What follows belongs to an exercise in optimizing a design on an open flow for small area, a short achievable clock period and few clock cycles per item; a production flow would make more cautious choices.
Function was checked by simulation only, so behaviour that the tests miss may differ from the original.
Power figures rest on the tool's default switching activity, not on a simulated workload.

<file path="design/flow/run.sh">
#!/bin/bash
# synth_recipe.tcl (not shown) runs the flow's synth.tcl, then flattens the netlist and writes it again
# the make line also repeats each setting of config.mk as NAME=value (left out here)
make -C /OpenROAD-flow-scripts/flow DESIGN_CONFIG=/design/flow/config.mk WORK_HOME=/design/flow/orfs CLKGATE_MAP_FILE= SYNTH_SCRIPT=/design/flow/synth_recipe.tcl finish
</file>
<file path="design/flow/config.mk">
export PLATFORM = sky130hd
export DESIGN_NAME = strict_priority_call_queue_top
export DESIGN_NICKNAME = strict_priority_call_queue_top
export VERILOG_FILES = /design/flow/design.v
export SDC_FILE = /design/flow/constraint.sdc
export NUM_CORES = 4
export LEC_CHECK = 0
export CAP_MARGIN = 20
export CORE_MARGIN = 2
export CORE_UTILIZATION = 60
export CTS_CLUSTER_DIAMETER = 60
export CTS_CLUSTER_SIZE = 30
export SETUP_SLACK_MARGIN = 4.6
export SLEW_MARGIN = 20
</file>
<file path="design/flow/constraint.sdc">
create_clock -name core_clock -period 7.0 [get_ports {clk_i}]
set_input_delay 1.4000 -clock core_clock [delete_from_list [all_inputs] [get_ports {clk_i}]]
set_output_delay 1.4000 -clock core_clock [all_outputs]
set_load 0.01 [all_outputs]
</file>
<file path="design/flow/design.v">
`default_nettype none
package spcq_pkg;
  localparam int NUM_CLASSES = 4;
  localparam int ID_W        = 12;
  localparam int CLS_W       = 2;
  localparam int DUR_W       = 10;
  localparam int TICK_W      = 32;
  localparam int ENTRY_W     = ID_W + DUR_W;
  localparam int CMD_W       = 1 + ID_W + CLS_W + DUR_W;
  typedef enum logic {
    OP_ARRIVAL = 1'b0,
    OP_TICK    = 1'b1
  } op_e;
  typedef enum logic [1:0] {
    EV_QUEUED        = 2'd0,
    EV_DROPPED       = 2'd1,
    EV_TICK_IDLE     = 2'd2,
    EV_TICK_ANSWERED = 2'd3
  } event_e;
  typedef struct packed {
    op_e               op;
    logic [ID_W-1:0]   id;
    logic [CLS_W-1:0]  cls;
    logic [DUR_W-1:0]  dur;
  } cmd_t;
  typedef struct packed {
    logic full;
    logic empty;
  } q_status_t;
endpackage
`default_nettype wire
`default_nettype none
module strict_priority_call_queue_top #(
  parameter int QUEUE_DEPTH = 16
) (
  input  wire logic                         clk_i,
  input  wire logic                         rst_ni,
  input  wire logic                         in_valid_i,
  output      logic                         in_ready_o,
  input  wire logic                         operation_i,
  input  wire logic [spcq_pkg::ID_W-1:0]    caller_id_i,
  input  wire logic [spcq_pkg::CLS_W-1:0]   priority_class_i,
  input  wire logic [spcq_pkg::DUR_W-1:0]   call_duration_i,
  output      logic                         out_valid_o,
  input  wire logic                         out_ready_i,
  output      logic [1:0]                   event_kind_o,
  output      logic [spcq_pkg::ID_W-1:0]    answered_id_o,
  output      logic [spcq_pkg::CLS_W-1:0]   answered_class_o,
  output      logic [spcq_pkg::TICK_W-1:0]  tick_number_o
);
  localparam int NC    = spcq_pkg::NUM_CLASSES;
  localparam int ID_W  = spcq_pkg::ID_W;
  localparam int CLS_W = spcq_pkg::CLS_W;
  localparam int DUR_W = spcq_pkg::DUR_W;
  localparam int TW    = spcq_pkg::TICK_W;
  localparam int EW    = spcq_pkg::ENTRY_W;
  localparam int IDX_W = $clog2(QUEUE_DEPTH);
  localparam int CNT_W = IDX_W + 1;
  localparam int RING  = QUEUE_DEPTH - 1;
  logic [NC-1:0][EW-1:0]                  front_q;    
  logic [NC-1:0][RING-1:0][EW-1:0]        ring;       
  logic [NC-1:0][IDX_W-1:0]               rhead_q;    
  logic [NC-1:0][IDX_W-1:0]               rtail_q;    
  logic [NC-1:0][CNT_W-1:0]               cnt_q;      
  logic [NC-1:0]                          multi_q;    
  logic [DUR_W-1:0]                       rem_q;
  logic                                   free_q;     
  logic [TW-1:0]                          tick_q;
  logic                                   in_valid_q;
  logic                                   in_tick_q;
  logic [ID_W-1:0]                        in_id_q;
  logic [CLS_W-1:0]                       in_cls_q;
  logic [DUR_W-1:0]                       in_dur_q;
  logic [NC-1:0]                          x_front_q;  
  logic [NC-1:0]                          x_ring_q;   
  logic [NC-1:0]                          x_pop_q;    
  logic                                   x_dec_q;    
  logic                                   x_full_q;   
  logic                                   a_valid_q;
  logic [1:0]                             a_kind_q;
  logic [ID_W-1:0]                        a_id_q;
  logic [CLS_W-1:0]                       a_cls_q;
  logic                                   b_valid_q;
  logic [1:0]                             b_kind_q;
  logic [ID_W-1:0]                        b_id_q;
  logic [CLS_W-1:0]                       b_cls_q;
  logic                                   rdy_q;
  function automatic logic [IDX_W-1:0] ring_next(input logic [IDX_W-1:0] idx);
    if (idx == IDX_W'(RING - 1)) ring_next = '0;
    else ring_next = idx + IDX_W'(1);
  endfunction
  logic              acc;
  logic              a_free;
  logic [EW-1:0]     in_ent;
  logic [EW-1:0]     pop_ent;
  logic [CLS_W-1:0]  pop_cls;
  logic              ans;
  logic [1:0]        n_kind;
  logic [ID_W-1:0]   n_id;
  logic [CLS_W-1:0]  n_cls;
  assign acc    = in_valid_q && !b_valid_q;
  assign a_free = !a_valid_q || out_ready_i;
  assign in_ent = {in_id_q, in_dur_q};
  assign ans    = |x_pop_q;
  always_comb begin
    pop_ent = '0;
    pop_cls = '0;
    for (int c = 0; c < NC; c++) begin
      if (x_pop_q[c]) begin
        pop_ent = pop_ent | front_q[c];
        pop_cls = pop_cls | CLS_W'(c);
      end
    end
  end
  always_comb begin
    if (in_tick_q) begin
      n_kind = {1'b1, ans};
      n_id   = pop_ent[EW-1:DUR_W];
      n_cls  = pop_cls;
    end else begin
      n_kind = {1'b0, x_full_q};
      n_id   = in_id_q;
      n_cls  = in_cls_q;
    end
  end
  for (genvar c = 0; c < NC; c++) begin : g_cls
    always_ff @(posedge clk_i) begin
      if (x_front_q[c]) begin
        front_q[c] <= in_ent;
      end else if (x_pop_q[c] && multi_q[c]) begin
        front_q[c] <= ring[c][rhead_q[c]];
      end
    end
    for (genvar i = 0; i < RING; i++) begin : g_ent
      logic [EW-1:0] ent_q;
      always_ff @(posedge clk_i) begin
        if (x_ring_q[c] && (rtail_q[c] == IDX_W'(i))) begin
          ent_q <= in_ent;
        end
      end
      assign ring[c][i] = ent_q;
    end
  end
  logic [NC-1:0][CNT_W-1:0] cnt_d;
  logic [NC-1:0]            ne_d;
  logic [NC-1:0]            full_d;
  logic [DUR_W-1:0]         rem_d;
  logic                     free_d;
  logic                     ans_d;
  logic [CLS_W-1:0]         pick_d;
  always_comb begin
    for (int c = 0; c < NC; c++) begin
      cnt_d[c] = cnt_q[c];
      if (x_front_q[c] || x_ring_q[c]) cnt_d[c] = cnt_q[c] + CNT_W'(1);
      if (x_pop_q[c])                  cnt_d[c] = cnt_q[c] - CNT_W'(1);
      ne_d[c]   = (cnt_d[c] != '0);
      full_d[c] = cnt_d[c][IDX_W];
    end
    rem_d = rem_q;
    if (ans) begin
      rem_d = pop_ent[DUR_W-1:0];
    end else if (x_dec_q) begin
      rem_d = rem_q - DUR_W'(1);
    end
    free_d = (rem_d[DUR_W-1:1] == '0);
    ans_d  = free_d && (|ne_d);
    pick_d = ne_d[3] ? 2'd3 :
             ne_d[2] ? 2'd2 :
             ne_d[1] ? 2'd1 : 2'd0;
  end
  always_ff @(posedge clk_i or negedge rst_ni) begin
    if (!rst_ni) begin
      rhead_q <= '0;
      rtail_q <= '0;
      cnt_q   <= '0;
      multi_q <= '0;
      rem_q   <= '0;
      free_q  <= 1'b1;
    end else begin
      for (int c = 0; c < NC; c++) begin
        if (x_ring_q[c]) rtail_q[c] <= ring_next(rtail_q[c]);
        if (x_pop_q[c] && multi_q[c]) rhead_q[c] <= ring_next(rhead_q[c]);
        multi_q[c] <= (cnt_d[c] > CNT_W'(1));
      end
      cnt_q  <= cnt_d;
      rem_q  <= rem_d;
      free_q <= free_d;
    end
  end
  logic              b_d;
  logic              w_valid;
  logic              w_tick;
  logic [CLS_W-1:0]  w_cls;
  logic              w_exec;
  assign b_d     = b_valid_q ? !out_ready_i : (acc && !a_free);
  assign w_valid = b_valid_q ? in_valid_q : (in_valid_i && rdy_q);
  assign w_tick  = b_valid_q ? in_tick_q  : operation_i;
  assign w_cls   = b_valid_q ? in_cls_q   : priority_class_i;
  assign w_exec  = w_valid && !b_d;
  always_ff @(posedge clk_i) begin
    if (!b_valid_q) begin
      in_tick_q <= operation_i;
      in_id_q   <= caller_id_i;
      in_cls_q  <= priority_class_i;
      in_dur_q  <= call_duration_i;
    end
  end
  always_ff @(posedge clk_i or negedge rst_ni) begin
    if (!rst_ni) begin
      in_valid_q <= 1'b0;
      x_front_q  <= '0;
      x_ring_q   <= '0;
      x_pop_q    <= '0;
      x_dec_q    <= 1'b0;
      x_full_q   <= 1'b0;
    end else begin
      in_valid_q <= w_valid;
      for (int c = 0; c < NC; c++) begin
        x_front_q[c] <= w_exec && !w_tick && (w_cls == CLS_W'(c)) && !ne_d[c];
        x_ring_q[c]  <= w_exec && !w_tick && (w_cls == CLS_W'(c)) && ne_d[c] && !full_d[c];
        x_pop_q[c]   <= w_exec && w_tick && ans_d && (pick_d == CLS_W'(c));
      end
      x_dec_q  <= w_exec && w_tick && !ans_d && !free_d;
      x_full_q <= full_d[w_cls];
    end
  end
  always_ff @(posedge clk_i or negedge rst_ni) begin
    if (!rst_ni) begin
      a_valid_q <= 1'b0;
      a_kind_q  <= '0;
      a_id_q    <= '0;
      a_cls_q   <= '0;
      b_valid_q <= 1'b0;
      rdy_q     <= 1'b0;
      tick_q    <= '0;
    end else begin
      if (a_free) begin
        a_valid_q <= b_valid_q || acc;
        if (b_valid_q) begin
          a_kind_q <= b_kind_q;
          a_id_q   <= b_id_q;
          a_cls_q  <= b_cls_q;
        end else if (acc) begin
          a_kind_q <= n_kind;
          a_id_q   <= n_id;
          a_cls_q  <= n_cls;
        end
        if (b_valid_q ? b_kind_q[1] : (acc && in_tick_q)) begin
          tick_q <= tick_q + TW'(1);
        end
      end
      b_valid_q <= b_d;
      rdy_q     <= !b_d;
    end
  end
  always_ff @(posedge clk_i) begin
    if (!b_valid_q && acc && !a_free) begin
      b_kind_q <= n_kind;
      b_id_q   <= n_id;
      b_cls_q  <= n_cls;
    end
  end
  assign in_ready_o       = rdy_q;
  assign out_valid_o      = a_valid_q;
  assign event_kind_o     = a_kind_q;
  assign answered_id_o    = a_id_q;
  assign answered_class_o = a_cls_q;
  assign tick_number_o    = tick_q;
endmodule
`default_nettype wire
</file>
==> results.txt, run 1 <==
status no timing/DRC/antenna violations; DIE AREA 0.106 mm^2; Rel. slew slack 0.133; H-tree depth reported by CTS 3; I/O Buffers 78; Final min period 2.70 ns; min-delay src in_id_q[8]; # rows 118; Gate Count Post-Synth 2946; crit-path leading delay family flip-flops; slowest stage cell, crit path dfrtp_1; Synth area leader edfxtp_1; Sw Share 0.269; Setup Viol. Count Final 0; max cap viols 0; Clk Latency, worst-skew pair 0.73 ns; largest net degree at the start of global routing 66; die span in y 326 um; hold buffer count at CTS 0; clk buf depth 3; global routing usage on met3 0.0519; fin. max-slew vios 0; root buf cell clkbuf_16; mapped cell area 0.0622 mm^2; global-route wire length before repair 233000 um; Vias 32357; post-DR wirelength/cell 34.9 um; R2R Path End g_cls[2].g_ent[3].ent_q[1]; sequential area share after synthesis 0.753; RSZ-0062 raised after global routing true; # clock sinks 1581; post-synthesis async set-or-reset flop share 0.0835; Fmax 370 MHz; total grt overflow 0; P&R area growth vs syn 17.4%; Syn Area/Cell 21.1 um^2; GR peak layer met2; setup_tns 0 ns; chip width 326 um; syn nets 2985; Register-to-Register Path Depth 2; crit path launch tick_q[30]; CP bufs+invs 1; Power Dens Cells 285 mW/mm^2; first-pass detailed-route iteration total 5; hpwl dp 90200 um; CTS tree done; vias per inst 6.77; CTS buffer count 115; Synth Warn # 1; crit path max fanout 3; critical path, cell by cell buf_2; Crit. End Element output pin; Stages on worst setup path 1; startpoint type of the worst setup path flop; worst vdd ir 0.000314 V; FF-to-FF Start rtail_q[8]; Post-synth EDFFs 1446; Global Route Usage Sum 0.311; routability-driven placement congestion ratio 0.849; initial drt markers 4631; leakage power 23.2 nW; Setup crit end tick_number_o[30]; top_reg_cell synth edfxtp_1; fraction of layout cells with a size suffix above 1 0.370; starting density of the core 0.602; Final Hold Vio Count 0; final WL 167000 um; number of global-route vias before repair 31258; Tightest Pin Transition 1.30 ns; hold crit path type reg2reg; antenna violations before repair 10; clk_skew 0.0219 ns; Util after Layout 0.707; R2R setup slack 4.41 ns; power share of the sequential group 0.550; Clk pwr share 0.349; Synth cell types 71; GRT met2 Usage 0.480; Tot Pwr 20.8 mW; fin crit share 0.386; core area 0.103 mm^2; ANT nets after route 0; sw power 5.58 mW; Clock transition at path regs 0.09 ns; I/O Pins 79; met1 Track Usage GR 0.474; crit path kind reg2out; combinational power share 0.101; Final #Nets 3335; P_int 15.2 mW; post-synth top area share 0.699; ranking of synthesized cells by area edfxtp_1 70%, mux4_2 15%, dfrtp_1 5.3%; WP data required 5.60 ns; Yosys reg bits 1581; # DRC 0; Critical Path Max Stage Delay 0.42 ns; Arr. time, crit path 1.30 ns
registers in the layout (all words and copies together) (netlist names), 2 cells and up:
| register | flops |
|---|---|
| b_kind_q | 2 |
| in_cls_q | 2 |
| b_cls_q | 2 |
| x_front_q | 4 |
| rhead_q | 16 |
| a_kind_q | 2 |
| front_q | 88 |
| rtail_q | 16 |
| tick_q | 32 |
| cnt_q | 20 |
| a_cls_q | 2 |
| x_ring_q | 4 |
| g_cls.g_ent.ent_q | 1320 |
| in_dur_q | 10 |
| rem_q | 10 |
| in_id_q | 12 |
| a_id_q | 12 |
| x_pop_q | 4 |
| b_id_q | 12 |
| multi_q | 4 |
cells by family after synthesis:
kind of cell | share of synthesized area
compound gates | 0.0227
buf+inv | 0.0130
flops | 0.753
xor+xnor | 0.00719
fa+ha+maj | 0.00201
simple gates | 0.0297
mux | 0.173
power groups by stage:
stage / sequential, mW / clock, mW / combinational [mW]
6_report: 11.4 / 7.24 / 2.10
3_3_place_gp: 11.6 / 0 / 1.70
5_1_grt: 11.5 / 7.65 / 2.24
4_1_cts: 11.4 / 7.32 / 1.92
3_5_place_dp: 11.6 / 0 / 1.78
2_1_floorplan: 11.6 / 0 / 0.832
placed cells by master, fill, tap and decap left out, types with 10 or more instances in the layout:
master | netlist | final
xnor2_1 | 38 | 36
xor2_1 | 13 | 13
inv_6 | 0 | 21
nand2_1 | 83 | 75
inv_12 | 0 | 14
buf_2 | 44 | 28
edfxtp_1 | 1446 | 1446
a22oi_1 | 36 | 36
dfrtp_4 | 0 | 11
nor2_4 | 0 | 27
nand3_1 | 29 | 23
nor3_4 | 0 | 19
nand2b_1 | 16 | 13
clkbuf_16 | 0 | 132
mux2_2 | 93 | 74
and3_1 | 15 | 13
buf_4 | 1 | 212
buf_16 | 0 | 31
inv_8 | 0 | 12
inv_1 | 25 | 25
a21oi_1 | 17 | 17
a31oi_1 | 15 | 14
buf_6 | 3 | 43
dfrtp_2 | 0 | 20
nand4_1 | 15 | 15
mux2i_1 | 52 | 48
mux2_4 | 0 | 19
dfrtp_1 | 132 | 101
mux4_2 | 407 | 407
nor2_1 | 77 | 53
o21ai_0 | 68 | 64
clkinv_8 | 0 | 17
a221oi_2 | 0 | 10
clkdlybuf4s50_1 | 0 | 25
buf_12 | 0 | 24
nor3_1 | 38 | 10
per-stage QoR:
step / setup slack, ns / hold slack, ns / std cells / cell area (um^2)
after global routing: 4.25 / 0.497 / 4777 / 73000
after detailed placement: 3.49 / 0.454 / 4336 / 65400
after global placement: 3.51 / 0.441 / 4336 / 65400
after floorplan: 4.19 / 0.448 / 2946 / 62500
after CTS: 4.26 / 0.482 / 4685 / 71500
final: 4.30 / 0.475 / 4781 / 73000
Yosys cell counts (38+ instances only):
| master | number |
|---|---|
| xnor2_1 | 38 |
| clkbuf_1 | 102 |
| dfrtp_1 | 132 |
| mux2_2 | 93 |
| nand2_1 | 83 |
| nor3_1 | 38 |
| mux2i_1 | 52 |
| nor2_1 | 77 |
| mux4_2 | 407 |
| edfxtp_1 | 1446 |
| o21ai_0 | 68 |
| buf_2 | 44 |
repair_timing:
item	4_1_cts	5_1_grt
gates resized for setup	363	90
cloned	23	23
pin swaps	17	23
buffers inserted	108	69
setup endpoints to repair	664	393
metal layers:
metal  part of all wire  vias up
met5           0.000078        -
met3              0.095      276
met4              0.030        2
met2               0.47     1764
met1               0.40    17301
li1                   -    13014
how the worst min path moves through the flow:
stage | end | slack (ns) | cells past startpoint
after detailed placement | g_cls[0].g_ent[0].ent_q[18] | 0.45 | 0
after floorplan | rem_q[8] | 0.45 | 2
final | g_cls[0].g_ent[0].ent_q[18] | 0.48 | 0
after global routing | g_cls[0].g_ent[0].ent_q[18] | 0.50 | 0
after global placement | g_cls[0].g_ent[0].ent_q[18] | 0.44 | 0
after CTS | g_cls[0].g_ent[0].ent_q[18] | 0.48 | 0
area by class of cell:
cell class,instances,area [um^2]
diodes,4,10.0
clock buffers,121,2930
clock inverters,97,1240
fillers,6154,30200
inverters,26,100
multi-input cells,1183,15700
flip-flops and latches,1581,46900
well taps,1380,1730
repair buffers,389,4380
Testbench counts, summed over its fixed seeds: cycles 24,060, items 24,044.
==> inputs of run 2 (changes only) <==
--- a/design/flow/design.v
+++ b/design/flow/design.v
@@ -61,3 +61,3 @@
   logic [NC-1:0][RING-1:0][EW-1:0]        ring;       
-  logic [NC-1:0][IDX_W-1:0]               rhead_q;    
+  logic [NC-1:0][RING-1:0]                rhead_q;    
   logic [NC-1:0][IDX_W-1:0]               rtail_q;    
@@ -125,2 +125,11 @@
   end
+  logic [NC-1:0][EW-1:0] ring_out;
+  always_comb begin
+    for (int c = 0; c < NC; c++) begin
+      ring_out[c] = '0;
+      for (int i = 0; i < RING; i++) begin
+        ring_out[c] = ring_out[c] | ({EW{rhead_q[c][i]}} & ring[c][i]);
+      end
+    end
+  end
   for (genvar c = 0; c < NC; c++) begin : g_cls
@@ -130,3 +139,3 @@
       end else if (x_pop_q[c] && multi_q[c]) begin
-        front_q[c] <= ring[c][rhead_q[c]];
+        front_q[c] <= ring_out[c];
       end
@@ -172,3 +181,3 @@
     if (!rst_ni) begin
-      rhead_q <= '0;
+      for (int c = 0; c < NC; c++) rhead_q[c] <= RING'(1);
       rtail_q <= '0;
@@ -181,3 +190,3 @@
         if (x_ring_q[c]) rtail_q[c] <= ring_next(rtail_q[c]);
-        if (x_pop_q[c] && multi_q[c]) rhead_q[c] <= ring_next(rhead_q[c]);
+        if (x_pop_q[c] && multi_q[c]) rhead_q[c] <= {rhead_q[c][RING-2:0], rhead_q[c][RING-1]};
         multi_q[c] <= (cnt_d[c] > CNT_W'(1));
--- a/design/flow/config.mk
+++ b/design/flow/config.mk
@@ -9,5 +9,5 @@
 export CORE_MARGIN = 2
-export CORE_UTILIZATION = 60
-export CTS_CLUSTER_DIAMETER = 60
-export CTS_CLUSTER_SIZE = 30
+export CORE_UTILIZATION = 65
+export CTS_CLUSTER_DIAMETER = 120
+export CTS_CLUSTER_SIZE = 28
 export SETUP_SLACK_MARGIN = 4.6
==> results.txt, run 2 <==
P_int 13.7 mW (-9.6%); final WL 164000 um (-1.7%); Tot Pwr 18.2 mW (-12%); starting density of the core 0.654 (+0.0519); first-pass detailed-route iteration total 5 (unchanged); ANT nets after route 0 (unchanged); routability-driven placement congestion ratio 0.882 (+3.9%); startpoint type of the worst setup path flop; P&R area growth vs syn 10.5%; I/O Buffers 78 (unchanged); status no timing/DRC/antenna violations; Critical Path Max Stage Delay 0.43 ns (about the same); sw power 4.45 mW (-20%); most frequent cells in the layout 1446 x edfxtp_1, 613 x a22oi_1, 236 x buf_4; CTS tree done; Synth area leader edfxtp_1; mapped cell area 0.0598 mm^2 (-3.8%); clk buf depth 3 (unchanged); max reg flops 1320 (unchanged); crit path max fanout 3 (unchanged); post-DR wirelength/cell 33.2 um (-4.9%); clk_skew 0.0365 ns (+0.0146 ns); Arr. time, crit path 1.26 ns (-0.04 ns); register name with the most flops g_cls.g_ent.ent_q; Global Route Usage Sum 0.350 (+0.0384); most common cell after layout, fill and taps aside edfxtp_1; slowest stage cell, crit path dfrtp_1; hold crit path type reg2reg; Crit. End Element output pin; H-tree depth reported by CTS 3 (unchanged); Top Registers g_cls.g_ent.ent_q (1320), front_q (88), rhead_q (60); Tightest Pin Transition 0.991 ns (-0.307 ns); top_reg_cell synth edfxtp_1; setup_tns 0 ns (unchanged); Final #Nets 3746 (+12%); RSZ-0062 raised after global routing true; # DRC 0 (unchanged); worst vdd ir 0.000219 V (-30%); max cap viols 0 (unchanged); R2R Path End x_pop_q[1]; Final min period 2.66 ns (-0.0400 ns); crit-path leading delay family flip-flops; hold buffer count at CTS 0 (unchanged); Register-to-Register Path Depth 6 (+4); fin. max-slew vios 0 (unchanged); chip width 307 um (-5.7%); Setup Viol. Count Final 0 (unchanged); fraction of layout cells with a size suffix above 1 0.156 (-0.213); Fmax 376 MHz (+1.5%); Rel. slew slack 0.339 (+0.206); Inst Count DP 4724 (+8.9%); Yosys reg bits 1625 (+2.8%); total grt overflow 0 (unchanged); Final Hold Vio Count 0 (unchanged); initial drt markers 5604 (+21%); antenna violations before repair 3 (-7); final non-filler cell total 4944 (+3.4%); Sw Share 0.245 (-0.0238); vias per inst 7.11 (+5.0%); sequential area share after synthesis 0.801 (+0.0484); min-delay src tick_q[26]; leakage power 21.8 nW (-6.0%); number of global-route vias before repair 33840 (+8.3%); critical path, cell by cell buf_2; core area 0.0914 mm^2 (-11%); CTS buffer count 68 (-41%); Synth cell types 60 (-15%); Fillers 5670 (-7.9%); ranking of synthesized cells by area edfxtp_1 73%, a22oi_1 7.7%, dfrtp_1 7.2%; hpwl dp 90200 um (about the same); Clk Latency, worst-skew pair 0.69 ns (-0.04 ns); Clk pwr share 0.262 (-0.087); global-route wire length before repair 235000 um (+0.95%); Clock transition at path regs 0.11 ns (+0.02 ns); Vias 35147 (+8.6%); I/O Pins 79 (unchanged); # rows 111 (-5.9%); Stages on worst setup path 1 (unchanged); R2R setup slack 4.35 ns (-0.06 ns); multi-input logic area 0.0118 mm^2 (-25%); power share of the sequential group 0.636 (+0.086); Synth Warn # 1 (unchanged); post-synth top area share 0.726 (+0.0278); Post-synth EDFFs 1446 (unchanged); Hold Path Stages 2 (+2); crit path kind reg2out; fin crit share 0.380 (-0.00571); CP bufs+invs 1 (unchanged); FF-to-FF Start x_pop_q[1]; syn nets 3541 (+19%); root buf cell clkbuf_16; die span in y 307 um (-5.7%); area occupied by registers 0.0479 mm^2 (+2.3%); post-synthesis async set-or-reset flop share 0.108 (+0.0248); Syn Area/Cell 17.1 um^2 (-19%); count leader, synth edfxtp_1; # clock sinks 1625 (+2.8%); largest net degree at the start of global routing 121 (+83%); commonest cells in the netlist 1446 x edfxtp_1, 613 x a22oi_1, 190 x a21oi_1; Power Dens Cells 275 mW/mm^2 (-3.3%); combinational power share 0.102 (about the same); Hold EP tick_q[26]; WP data required 5.60 ns (about the same); Gate Count Post-Synth 3502 (+19%); DIE AREA 0.0944 mm^2 (-11%)
run 2: cell count changes in the layout (fill, tap and decap cells not counted), sizes merged, moves of 29 or more:
cell,before,now
a21oi,18,190
mux2i,52,23
o21ai,68,33
nand4,15,162
nor2,89,140
mux4,407,0
inv,81,51
a22oi,37,613
clkinv,31,2
buf,344,295
dfrtp,132,172
run 2: power groups by stage:
stage / sequential, mW / combinational (mW) / clock (mW)
after global routing: 11.6 / 1.98 / 5.13
final: 11.6 / 1.86 / 4.77
after global placement: 11.7 / 1.58 / 0
after detailed placement: 11.8 / 1.65 / 0
after CTS: 11.5 / 1.75 / 4.80
after floorplan: 11.8 / 0.728 / 0
run 2: logic make-up (layout without fill, tap and decap cells):
logic type      after synthesis  in the layout  synth area share
compound gates              923            923             0.107
mux                          89             89            0.0163
xor+xnor                     52             52           0.00762
fa+ha+maj                    10             10           0.00209
flops                      1625           1625             0.801
buf+inv                     237            492            0.0152
simple gates                566            566            0.0503
other cells                   0              1                 0
run 2: layout make-up:
cell class / instances / area share
Clock inverter: 6 / 0.00123
Sequential cell: 1625 / 0.725
Clock buffer: 114 / 0.0290
Antenna cell: 1 / 0.0000379
Multi-Input combinational cell: 1640 / 0.179
Inverter: 47 / 0.00267
Tap cell: 1186 / 0.0225
Timing Repair Buffer: 325 / 0.0401
run 2: what timing repair did:
item,CTS,global route
gates resized for setup,266,31
buffers inserted,62,34
endpoints found under the setup margin,531,200
gates cloned,0,2
pin swaps,11,13
run 2: per-stage QoR:
stage	utilization	worst slack [ns]	hold slack (ns)	area, um^2
2_1_floorplan	-	3.71	0.460	60200
3_3_place_gp	0.690	3.66	0.452	63100
3_5_place_dp	0.690	3.64	0.459	63100
4_1_cts	0.718	4.32	0.535	65600
5_1_grt	0.723	4.29	0.570	66100
6_report	0.723	4.34	0.540	66100
run 2: metal layers:
metal / track usage / part of all wire
met1: 0.521 / 0.39
met2: 0.535 / 0.46
met3: 0.0607 / 0.11
met4: 0.117 / 0.034
met5: 0 / 0.00021
run 2: worst max-delay path by stage:
stage	startpoint	end
floorplan	rtail_q[4]	g_cls[1].g_ent[0].ent_q[0]
global placement	out_ready_i	x_pop_q[0]
detailed placement	out_ready_i	x_pop_q[0]
CTS	tick_q[17]	tick_number_o[17]
global route	rem_q[0]	x_pop_q[1]
finish	tick_q[17]	tick_number_o[17]
run 2: worst min-delay path, cell delays in order (launching register included):
cell and delay (ns):
dfrtp_1 0.35, buf_4 0.11, xnor2_1 0.05
Testbench counts of run 2, summed over its fixed seeds: cycles 24,060, items 24,044.
==> inputs of run 3 (changes only) <==
--- a/design/flow/design.v
+++ b/design/flow/design.v
@@ -64,3 +64,5 @@
   logic [NC-1:0][CNT_W-1:0]               cnt_q;      
+  logic [NC-1:0]                          ne_q;       
   logic [NC-1:0]                          multi_q;    
+  logic [NC-1:0]                          short_q;    
   logic [DUR_W-1:0]                       rem_q;
@@ -153,4 +155,7 @@
   logic [NC-1:0][CNT_W-1:0] cnt_d;
+  logic [NC-1:0]            push;
   logic [NC-1:0]            ne_d;
   logic [NC-1:0]            full_d;
+  logic [NC-1:0]            multi_d;
+  logic [NC-1:0]            short_d;
   logic [DUR_W-1:0]         rem_d;
@@ -159,9 +164,19 @@
   logic [CLS_W-1:0]         pick_d;
+  function automatic logic is_short(input logic [DUR_W-1:0] dur);
+    is_short = (dur[DUR_W-1:1] == '0);
+  endfunction
   always_comb begin
     for (int c = 0; c < NC; c++) begin
+      push[c]  = x_front_q[c] || x_ring_q[c];
       cnt_d[c] = cnt_q[c];
-      if (x_front_q[c] || x_ring_q[c]) cnt_d[c] = cnt_q[c] + CNT_W'(1);
-      if (x_pop_q[c])                  cnt_d[c] = cnt_q[c] - CNT_W'(1);
-      ne_d[c]   = (cnt_d[c] != '0);
-      full_d[c] = cnt_d[c][IDX_W];
+      if (push[c])    cnt_d[c] = cnt_q[c] + CNT_W'(1);
+      if (x_pop_q[c]) cnt_d[c] = cnt_q[c] - CNT_W'(1);
+      ne_d[c]    = push[c] || (ne_q[c] && !(x_pop_q[c] && !multi_q[c]));
+      full_d[c]  = (x_ring_q[c] && (cnt_q[c] == CNT_W'(QUEUE_DEPTH - 1))) ||
+                   (cnt_q[c][IDX_W] && !x_pop_q[c]);
+      multi_d[c] = push[c]    ? ne_q[c] :
+                   x_pop_q[c] ? (cnt_q[c] > CNT_W'(2)) : multi_q[c];
+      short_d[c] = x_front_q[c]                 ? is_short(in_dur_q) :
+                   (x_pop_q[c] && multi_q[c])   ? is_short(ring_out[c][DUR_W-1:0]) :
+                   short_q[c];
     end
@@ -173,3 +188,4 @@
     end
-    free_d = (rem_d[DUR_W-1:1] == '0);
+    free_d = ans     ? |(x_pop_q & short_q) :
+             x_dec_q ? (rem_q == DUR_W'(2)) : free_q;
     ans_d  = free_d && (|ne_d);
@@ -184,3 +200,5 @@
       cnt_q   <= '0;
+      ne_q    <= '0;
       multi_q <= '0;
+      short_q <= '0;
       rem_q   <= '0;
@@ -191,7 +209,9 @@
         if (x_pop_q[c] && multi_q[c]) rhead_q[c] <= {rhead_q[c][RING-2:0], rhead_q[c][RING-1]};
-        multi_q[c] <= (cnt_d[c] > CNT_W'(1));
-      end
-      cnt_q  <= cnt_d;
-      rem_q  <= rem_d;
-      free_q <= free_d;
+      end
+      cnt_q   <= cnt_d;
+      ne_q    <= ne_d;
+      multi_q <= multi_d;
+      short_q <= short_d;
+      rem_q   <= rem_d;
+      free_q  <= free_d;
     end
==> results.txt, run 3 <==
status no timing/DRC/antenna violations; largest net degree at the start of global routing 104 (-14%); critical path, cell by cell buf_2; Post-DP Area 0.0637 mm^2 (+0.93%); root buf cell clkbuf_16; crit path kind reg2out; power share of the sequential group 0.638 (+0.002); Final Cell Area 0.0662 mm^2 (+0.24%); Setup Viol. Count Final 0 (unchanged); fin worst setup slack 4.28 ns (-0.0534 ns); Post-synth EDFFs 1446 (unchanged); Util after Layout 0.720 (-0.00264); Clk Latency, worst-skew pair 0.68 ns (about the same); post-DR wirelength/cell 32.8 um (-1.0%); # clock sinks 1634 (+0.55%); slowest stage cell, crit path dfrtp_1; Power Dens Cells 275 mW/mm^2 (about the same); Synth cell types 56 (-6.7%); core area 0.0919 mm^2 (+0.61%); WP data required 5.60 ns (about the same); RSZ-0062 raised after global routing true; Gate Count Post-Synth 3602 (+2.9%); Crit. End Element output pin; post-synthesis async set-or-reset flop share 0.113 (+0.00491); Final #Nets 3836 (+2.4%); register name with the most flops g_cls.g_ent.ent_q; fin. max-slew vios 0 (unchanged); chip width 309 um (+0.64%); initial drt markers 5692 (+1.6%); Vias 35889 (+2.1%); combinational power share 0.099 (-0.003); Fmax 368 MHz (-2.0%); R2R setup slack 4.67 ns (+0.32 ns); ANT nets after route 0 (unchanged); commonest cells in the netlist 1446 x edfxtp_1, 604 x a22oi_1, 180 x dfrtp_1; top_reg_cell synth edfxtp_1; Global Route Usage Sum 0.352 (+0.00195); Yosys reg bits 1634 (+0.55%); CP bufs+invs 1 (unchanged); setup_tns 0 ns (unchanged); Critical Path Max Stage Delay 0.46 ns (+0.03 ns); total grt overflow 0 (unchanged); fraction of layout cells with a size suffix above 1 0.136 (-0.0206); number of global-route vias before repair 34559 (+2.1%); first-pass detailed-route iteration total 8 (+3); CTS buffer count 68 (unchanged); startpoint type of the worst setup path flop; Arr. time, crit path 1.32 ns (+0.06 ns); DIE AREA 0.0956 mm^2 (+1.3%); most frequent cells in the layout 1446 x edfxtp_1, 604 x a22oi_1, 210 x buf_4; vias per inst 7.06 (-0.70%); sequential area share after synthesis 0.795 (-0.00657); I/O Pins 79 (unchanged); Synth area leader edfxtp_1; crit-path leading delay family flip-flops; hold crit path type reg2reg; most common cell after layout, fill and taps aside edfxtp_1; Clock transition at path regs 0.11 ns (about the same); Clk pwr share 0.263 (about the same); antenna violations before repair 6 (+3); starting density of the core 0.659 (+0.00453); max reg flops 1320 (unchanged); Tightest Pin Transition 1.03 ns (+0.0392 ns); I/O Buffers 78 (unchanged); hpwl dp 91600 um (+1.5%); H-tree depth reported by CTS 3 (unchanged); Final Hold Vio Count 0 (unchanged); # rows 111 (unchanged); worst vdd ir 0.000288 V (+32%); Synth Warn # 1 (unchanged); Sw Share 0.246 (+0.00153); Top Registers g_cls.g_ent.ent_q (1320), front_q (88), rhead_q (60); # DRC 0 (unchanged); sw power 4.49 mW (+0.84%); P_int 13.7 mW (about the same); P&R area growth vs syn 9.37%; Fillers 5805 (+2.4%); syn nets 3654 (+3.2%); mapped cell area 0.0606 mm^2 (+1.3%); count leader, synth edfxtp_1; Rel. slew slack 0.313 (-0.0257); clk_skew 0.0184 ns (-0.0181 ns); Final min period 2.72 ns (+0.0534 ns); global-route wire length before repair 239000 um (+1.6%); leakage power 22.1 nW (+1.3%); max cap viols 0 (unchanged); CTS tree done; pre-CTS WS 3.68 ns (+0.0407 ns); post-synth top area share 0.717 (-0.00935); routability-driven placement congestion ratio 0.868 (-1.6%); clk buf depth 3 (unchanged); fin crit share 0.388 (+0.00763); final WL 167000 um (+1.8%); ranking of synthesized cells by area edfxtp_1 72%, a22oi_1 7.5%, dfrtp_1 7.4%; crit path max fanout 2 (-1); Syn Area/Cell 16.8 um^2 (-1.5%); die span in y 309 um (+0.64%)
## run 3: cell count changes after synthesis, sizes merged, moves of 10 or more
cell,before,now
nand2,73,122
nand4,162,127
a222oi,0,32
clkbuf,176,149
a21oi,190,165
buf,14,35
nor2,140,161
nand3,50,70
nor3,47,62
inv,47,60
mux2i,23,33
xor2,12,22
## run 3: repair_timing
| action | 4_1_cts | 5_1_grt |
|---|---|---|
| hold buffers | 0 | 0 |
| setup endpoints to repair | 171 | 310 |
| pin swaps | 2 | 8 |
| setup buffers | 39 | 26 |
| gates resized for setup | 239 | 26 |
| cloned | 1 | 4 |
## run 3: through the flow
step	power [mW]	hold slack (ns)	cells
6_report	18.2	0.513	5084
3_3_place_gp	13.4	0.460	4887
3_5_place_dp	13.5	0.463	4887
4_1_cts	18.1	0.514	5053
5_1_grt	18.7	0.545	5083
2_1_floorplan	12.6	0.470	3602
## run 3: power by group through the flow
| stage | combinational [mW] | clock, mW | sequential [mW] |
|---|---|---|---|
| final | 1.81 | 4.79 | 11.6 |
| after global routing | 1.94 | 5.11 | 11.7 |
| after detailed placement | 1.69 | 0 | 11.8 |
| after floorplan | 0.763 | 0 | 11.9 |
| after CTS | 1.74 | 4.80 | 11.6 |
| after global placement | 1.60 | 0 | 11.8 |
## run 3: cells by family (layout without fill, tap and decap cells)
logic type | Yosys count | after routing | synth area share
adder cells (fa/ha/maj) | 23 | 23 | 0.00525
other | 0 | 1 | 0
flip-flops | 1634 | 1634 | 0.795
multiplexers | 100 | 100 | 0.0179
buffers and inverters | 244 | 479 | 0.0151
AND/OR/NAND/NOR | 609 | 612 | 0.0499
AO/OA/AOI/OAI | 939 | 939 | 0.110
XOR/XNOR | 53 | 53 | 0.00767
## run 3: worst reg2reg max path, cell delays in order, from the launching register on
cell	delay [ns]
dfrtp_1	0.35
buf_4	0.23
nand3_1	0.31
nor3_4	0.73
buf_4	0.39
## run 3: layout make-up
type	instances	area (um^2)	area share
multi-input cells	1727	12000	0.182
repair inverters	2	12.5	0.000189
diodes	1	2.50	0.0000378
clock inverters	6	71.3	0.00108
clock buffers	120	1940	0.0293
inverters	60	233	0.00351
flip-flops and latches	1634	48100	0.727
repair buffers	291	2240	0.0339
well taps	1243	1560	0.0235
## run 3: path summary, 6_finish.rpt
check,startpoint,to,cells past startpoint
max reg2reg,x_ring_q[3],g_cls[3].g_ent[12].ent_q[3],4
max,a_id_q[9],answered_id_o[9],1
min in group asynchronous,rst_ni,tick_q[30],1
min,a_id_q[0],a_id_q[0],2
max in group asynchronous,rst_ni,rhead_q[32],2
min reg2reg,a_id_q[0],a_id_q[0],2
## run 3: routing by layer
layer,global-route usage,part of all wire,up-vias
li1,-,-,14858
met1,0.511,0.38,18318
met2,0.562,0.47,2386
met3,0.0585,0.12,319
met4,0.0983,0.032,8
met5,0,0.00034,-
Testbench counts of run 3, summed over its fixed seeds: cycles 24,060, items 24,044.

## port drivers added, routing unchanged
Ports are ideal in the flow. The routed layouts listed here were re-timed in OpenROAD. Step 1 (the two cells are an assumption about what drives the block):
set clk [get_ports {clk_i}]
set_driving_cell -lib_cell sky130_fd_sc_hd__clkbuf_16 $clk
set_driving_cell -lib_cell sky130_fd_sc_hd__buf_2 [delete_from_list [all_inputs] $clk]
Step 2 adds t to the input delays and takes it off the output delays; t is the mean of the earliest and latest rising clock arrival at the registers after step 1. Input paths then give back, and output paths get back, about the clock's delay inside the block. a / b / c = ideal ports / drivers / drivers and shift; a / b = the first two.
run	shift t [ns]	setup slack, ns	clock arrival spread, ns	cell pins on the clock port's net
run 1	0.798	4.297 / 4.221 / 3.935	0.028 / 0.028	1
run 2	0.746	4.337 / 4.263 / 3.805	0.039 / 0.039	1
run 3	0.750	4.284 / 4.208 / 4.030	0.023 / 0.023	1
After both steps every run listed still meets setup and hold. For run 2, which loses most, drivers alone change the setup slack by -0.074 ns; drivers and shift together by -0.532 ns.
